Context: an optimization exercise on an open-source flow, tuned for small area, a short achievable clock period and few clock cycles per item. The choices shown serve that exercise and are no tape-out recipe.
In this exercise RTL edits were held to simulation tests only and were not proved equivalent to the original.
Power figures rest on the tool's default switching activity, not on a simulated workload.

## sbus_top
module sbus_top (
    input  logic                                         clk,
    input  logic                                         rst_n,
    input  logic [3-1:0]                 cmd_valid,
    input  logic [3*(1 + 6 + 4*32)-1:0]     cmd,
    output logic [3-1:0]                 cmd_ready,
    output logic [3-1:0]                 rsp_valid,
    output logic [3*(1 + 4*32)-1:0]     rsp,
    input  logic [3-1:0]                 rsp_ready
);
    localparam int NM    = 3;
    localparam int DW    = 32;
    localparam int AW    = 6;
    localparam int BL    = 4;
    localparam int CW    = (1 + 6 + 4*32);
    localparam int RW    = (1 + 4*32);
    localparam int DEPTH = 64;
    localparam int ROWS  = DEPTH / BL;
    logic [NM-1:0] busy;    
    logic [NM-1:0] grant;   
    logic [NM-1:0] acc;
    logic [NM-1:0] take;
    logic [NM-1:0] free_n;  
    logic [NM-1:0] grant_d;
    assign acc       = cmd_valid & grant;
    assign take      = rsp_ready & busy;
    assign free_n    = ~(acc | (busy & ~take));
    assign cmd_ready = grant;
    assign rsp_valid = busy;
    logic [NM-1:0] last;    
    always_comb begin
        grant_d = '0;
        for (int k = 1; k <= NM; k++) begin
            for (int i = 0; i < NM; i++) begin
  ...
Size in the first run: about 5900 cells after synthesis, ~2500 flip-flops, about 810 I/O pins.
==> module sbus_top, before the edit <==
module sbus_top (
    input  logic                                         clk,
    input  logic                                         rst_n,
    input  logic [3-1:0]                 cmd_valid,
    input  logic [3*(1 + 6 + 4*32)-1:0]     cmd,
    output logic [3-1:0]                 cmd_ready,
    output logic [3-1:0]                 rsp_valid,
    output logic [3*(1 + 4*32)-1:0]     rsp,
    input  logic [3-1:0]                 rsp_ready
);
    localparam int NM    = 3;
    localparam int DW    = 32;
    localparam int AW    = 6;
    localparam int BL    = 4;
    localparam int CW    = (1 + 6 + 4*32);
    localparam int RW    = (1 + 4*32);
    localparam int DEPTH = 64;
    localparam int ROWS  = DEPTH / BL;
    logic [NM-1:0] busy;    
    logic [NM-1:0] grant;   
    logic [NM-1:0] acc;
    logic [NM-1:0] take;
    logic [NM-1:0] free_n;  
    logic [NM-1:0] grant_d;
    assign acc       = cmd_valid & grant;
    assign take      = rsp_ready & busy;
    assign free_n    = ~(acc | (busy & ~take));
    assign cmd_ready = grant;
    assign rsp_valid = busy;
    logic [NM-1:0] last;    
    always_comb begin
        grant_d = '0;
        for (int k = 1; k <= NM; k++) begin
            for (int i = 0; i < NM; i++) begin
                if (last[(i + NM - k) % NM] && grant_d == '0 && free_n[i]) begin
                    grant_d[i] = 1'b1;
                end
            end
        end
    end
    always_ff @(posedge clk or negedge rst_n) begin
        if (!rst_n) begin
            busy  <= '0;
            grant <= NM'(1);
            last  <= NM'(1) << (NM - 1);
        end else begin
            busy  <= ~free_n;
            grant <= grant_d;
            if (grant_d != '0) begin
                last <= grant_d;
            end
        end
    end
    logic          s_wr;
    logic [BL*DW-1:0] s_data;
    logic          s_acc;
    always_comb begin
        s_wr   = 1'b0;
        s_data = '0;
        for (int i = 0; i < NM; i++) begin
            if (grant[i]) begin
                s_wr   = s_wr   | cmd[i*CW + BL*DW + AW];
                s_data = s_data | cmd[i*CW +: BL*DW];
            end
        end
    end
    assign s_acc = |acc;
    logic [1:0]      lo;
    logic [ROWS-1:0] rsel [BL];  
    always_comb begin
        logic [1:0]      m_lo;
        logic [AW-3:0]   m_hi;
        logic [ROWS-1:0] m_dec;
        lo = '0;
        for (int j = 0; j < BL; j++) rsel[j] = '0;
        for (int i = 0; i < NM; i++) begin
            m_lo = cmd[i*CW + BL*DW +: 2];
            m_hi = cmd[i*CW + BL*DW + 2 +: AW-2];
            for (int r = 0; r < ROWS; r++) m_dec[r] = (m_hi == (AW-2)'(r));
            if (grant[i]) lo = lo | m_lo;
            for (int j = 0; j < BL; j++) begin
                for (int r = 0; r < ROWS; r++) begin
                    if (grant[i] && ((2'(j) < m_lo) ? m_dec[(r + ROWS - 1) % ROWS] : m_dec[r])) begin
                        rsel[j][r] = 1'b1;
                    end
                end
            end
        end
    end
    logic [DW-1:0] mem [DEPTH];
    logic [DEPTH-1:0] vld;
    logic [DW-1:0]   bank_rd [BL];
    logic [DW-1:0]   bank_wd [BL];
    logic [DW-1:0]   rd [BL];
    logic            wr_go;
    assign wr_go = s_acc && s_wr;
    always_comb begin
        for (int j = 0; j < BL; j++) begin
            bank_rd[j] = '0;
            for (int r = 0; r < ROWS; r++) begin
                if (rsel[j][r] && vld[r*BL + j]) begin
                    bank_rd[j] = bank_rd[j] | mem[r*BL + j];
                end
            end
            bank_wd[j] = s_data[((j - lo) & (BL - 1))*DW +: DW];
        end
        for (int k = 0; k < BL; k++) begin
            rd[k] = bank_rd[(lo + k) & (BL - 1)];
        end
    end
    always_ff @(posedge clk) begin
        for (int j = 0; j < BL; j++) begin
            for (int r = 0; r < ROWS; r++) begin
                if (wr_go && rsel[j][r]) begin
                    mem[r*BL + j] <= bank_wd[j];
                end
            end
        end
    end
    always_ff @(posedge clk or negedge rst_n) begin
        if (!rst_n) begin
            vld <= '0;
        end else begin
            for (int j = 0; j < BL; j++) begin
                for (int r = 0; r < ROWS; r++) begin
                    if (wr_go && rsel[j][r]) begin
                        vld[r*BL + j] <= 1'b1;
                    end
                end
            end
        end
    end
    logic [NM-1:0]    r_wr;
    logic [BL*DW-1:0] r_data [NM];
    always_ff @(posedge clk) begin
        for (int i = 0; i < NM; i++) begin
            if (acc[i]) begin
                r_wr[i] <= s_wr;
                for (int k = 0; k < BL; k++) begin
                    r_data[i][k*DW +: DW] <= rd[k];
                end
            end
        end
    end
    always_comb begin
        for (int i = 0; i < NM; i++) begin
            rsp[i*RW +: RW] = {r_wr[i], r_data[i]};
        end
    end
endmodule
export LEC_CHECK = 0
export CAP_MARGIN = 30
export CORE_MARGIN = 2
export CORE_UTILIZATION = 30
export SETUP_SLACK_MARGIN = 3.8
export SLEW_MARGIN = 30
create_clock -name core_clock -period 7.5 [get_ports {clk}]
standard.sh (not shown) runs the stock make flow with config.mk's settings and CLKGATE_MAP_FILE= SYNTH_SCRIPT=/design/flow/synth_recipe.tcl, a recipe that flattens the netlist after the stock synthesis.
==> flow/flow/run.sh <==
#!/bin/bash
# The standard layout with two changes: the port buffers are buf_2 cells
# (the default pick is a slow delay buffer), and the resizer may swap a cell
# for one of another footprint, so it can upsize them and the logic.
set -euo pipefail
bash standard.sh MATCH_CELL_FOOTPRINT=0 "BUFFER_PORTS_ARGS=-buffer_cell sky130_fd_sc_hd__buf_2" finish > standard.log 2>&1
Testbench counts at the start, summed over its fixed seeds: cycles 1,290, items 960.
Change:
--- a/flow/design.v
+++ b/flow/design.v
@@ -29,27 +29,67 @@
     assign cmd_ready = grant;
     assign rsp_valid = busy;
     logic [NM-1:0] last;    
+    logic [NM-1:0] idle_q;  
+    logic [NM-1:0] idle_d;
+    logic [NM-1:0] elig;
+    logic [2:0]    credit [NM];
+    logic [2:0]    credit_d [NM];
+    assign idle_d = (idle_q | (grant & ~cmd_valid)) & free_n & ~cmd_valid;
+    assign elig   = ((free_n & ~idle_d) != '0) ? (free_n & ~idle_d) : free_n;
     always_comb begin
-        grant_d = '0;
-        for (int k = 1; k <= NM; k++) begin
+        logic all_pos;
+        all_pos = 1'b1;
+        for (int i = 0; i < NM; i++) begin
+            credit_d[i] = (acc[i] && credit[i] != 3'd7) ? credit[i] + 3'd1 : credit[i];
+            if (credit_d[i] == '0) all_pos = 1'b0;
+        end
+        if (all_pos) begin
+            for (int i = 0; i < NM; i++) credit_d[i] = credit_d[i] - 3'd1;
+        end
+    end
+    logic [NM-1:0] beats [NM];
+    always_comb begin
+        for (int j = 0; j < NM; j++) begin
             for (int i = 0; i < NM; i++) begin
-                if (last[(i + NM - k) % NM] && grant_d == '0 && free_n[i]) begin
-                    grant_d[i] = 1'b1;
+                int rj, ri;   
+                rj = 0;
+                ri = 0;
+                for (int l = 0; l < NM; l++) begin
+                    if (last[l]) begin
+                        rj = (j + NM - l - 1) % NM;
+                        ri = (i + NM - l - 1) % NM;
+                    end
                 end
+                beats[j][i] = (j != i) &&
+                              ((credit[j] < credit[i]) || (credit[j] == credit[i] && rj < ri));
             end
+        end
+    end
+    always_comb begin
+        for (int i = 0; i < NM; i++) begin
+            logic lost;
+            lost = 1'b0;
+            for (int j = 0; j < NM; j++) begin
+                if (beats[j][i] && elig[j]) lost = 1'b1;
+            end
+            grant_d[i] = elig[i] && !lost;
         end
     end
     always_ff @(posedge clk or negedge rst_n) begin
         if (!rst_n) begin
-            busy  <= '0;
-            grant <= NM'(1);
-            last  <= NM'(1) << (NM - 1);
+            busy   <= '0;
+            grant  <= NM'(1);
+            last   <= NM'(1) << (NM - 1);
+            idle_q <= '0;
+            for (int i = 0; i < NM; i++) credit[i] <= '0;
         end else begin
-            busy  <= ~free_n;
-            grant <= grant_d;
+            busy   <= ~free_n;
+            grant  <= grant_d;
+            idle_q <= idle_d;
             if (grant_d != '0) begin
                 last <= grant_d;
             end
+            for (int i = 0; i < NM; i++) credit[i] <= credit_d[i];
         end
     end
     logic          s_wr;
=> The new run completed with no timing, DRC or antenna violations. Area after synthesis climbs by 3.9%. Fmax drops by 2.5%. Die area climbs by 3.9%. Setup slack loses 95 ps. Routed wire length climbs by 22%. Total power climbs by 7.0%. Utilization drops by 0.12 points. Non-clock buffer count climbs by 17. Global-route usage climbs by 4.5 points. Register-to-register slack loses 110 ps.
Testbench counts after the change, summed over its fixed seeds: cycles 1,251, items 960.

## port drivers added, routing unchanged
Ports are ideal in the flow. The routed layouts listed here were re-timed in OpenROAD. Step 1: set_driving_cell puts a clkbuf_16 on clk and a buf_2 on each other input, an assumption about the parent block. Step 2, shift: input delay + t, output delay - t, t = (earliest + latest rising clock arrival at the registers) / 2. This alone moves slack from input paths to output paths. a / b / c = no drivers / after step 1 / after step 2; a / b = the first two.
run | shift t [ns] | setup slack, ns | slew at the worst register clock pin (ns) | worst slew at a driven data input, ns | pins driven straight from the clock port
the first run | 0.982 | 3.738 / 3.606 / 2.624 | 0.07 / 0.07 | 0.32 | 1
the second run | 0.990 | 3.643 / 3.446 / 2.456 | 0.07 / 0.07 | 0.50 | 1
After both steps every run listed still meets setup and hold. The setup slack of the second run, which loses most, moves by -0.197 ns with the drivers and by -1.187 ns with both steps.
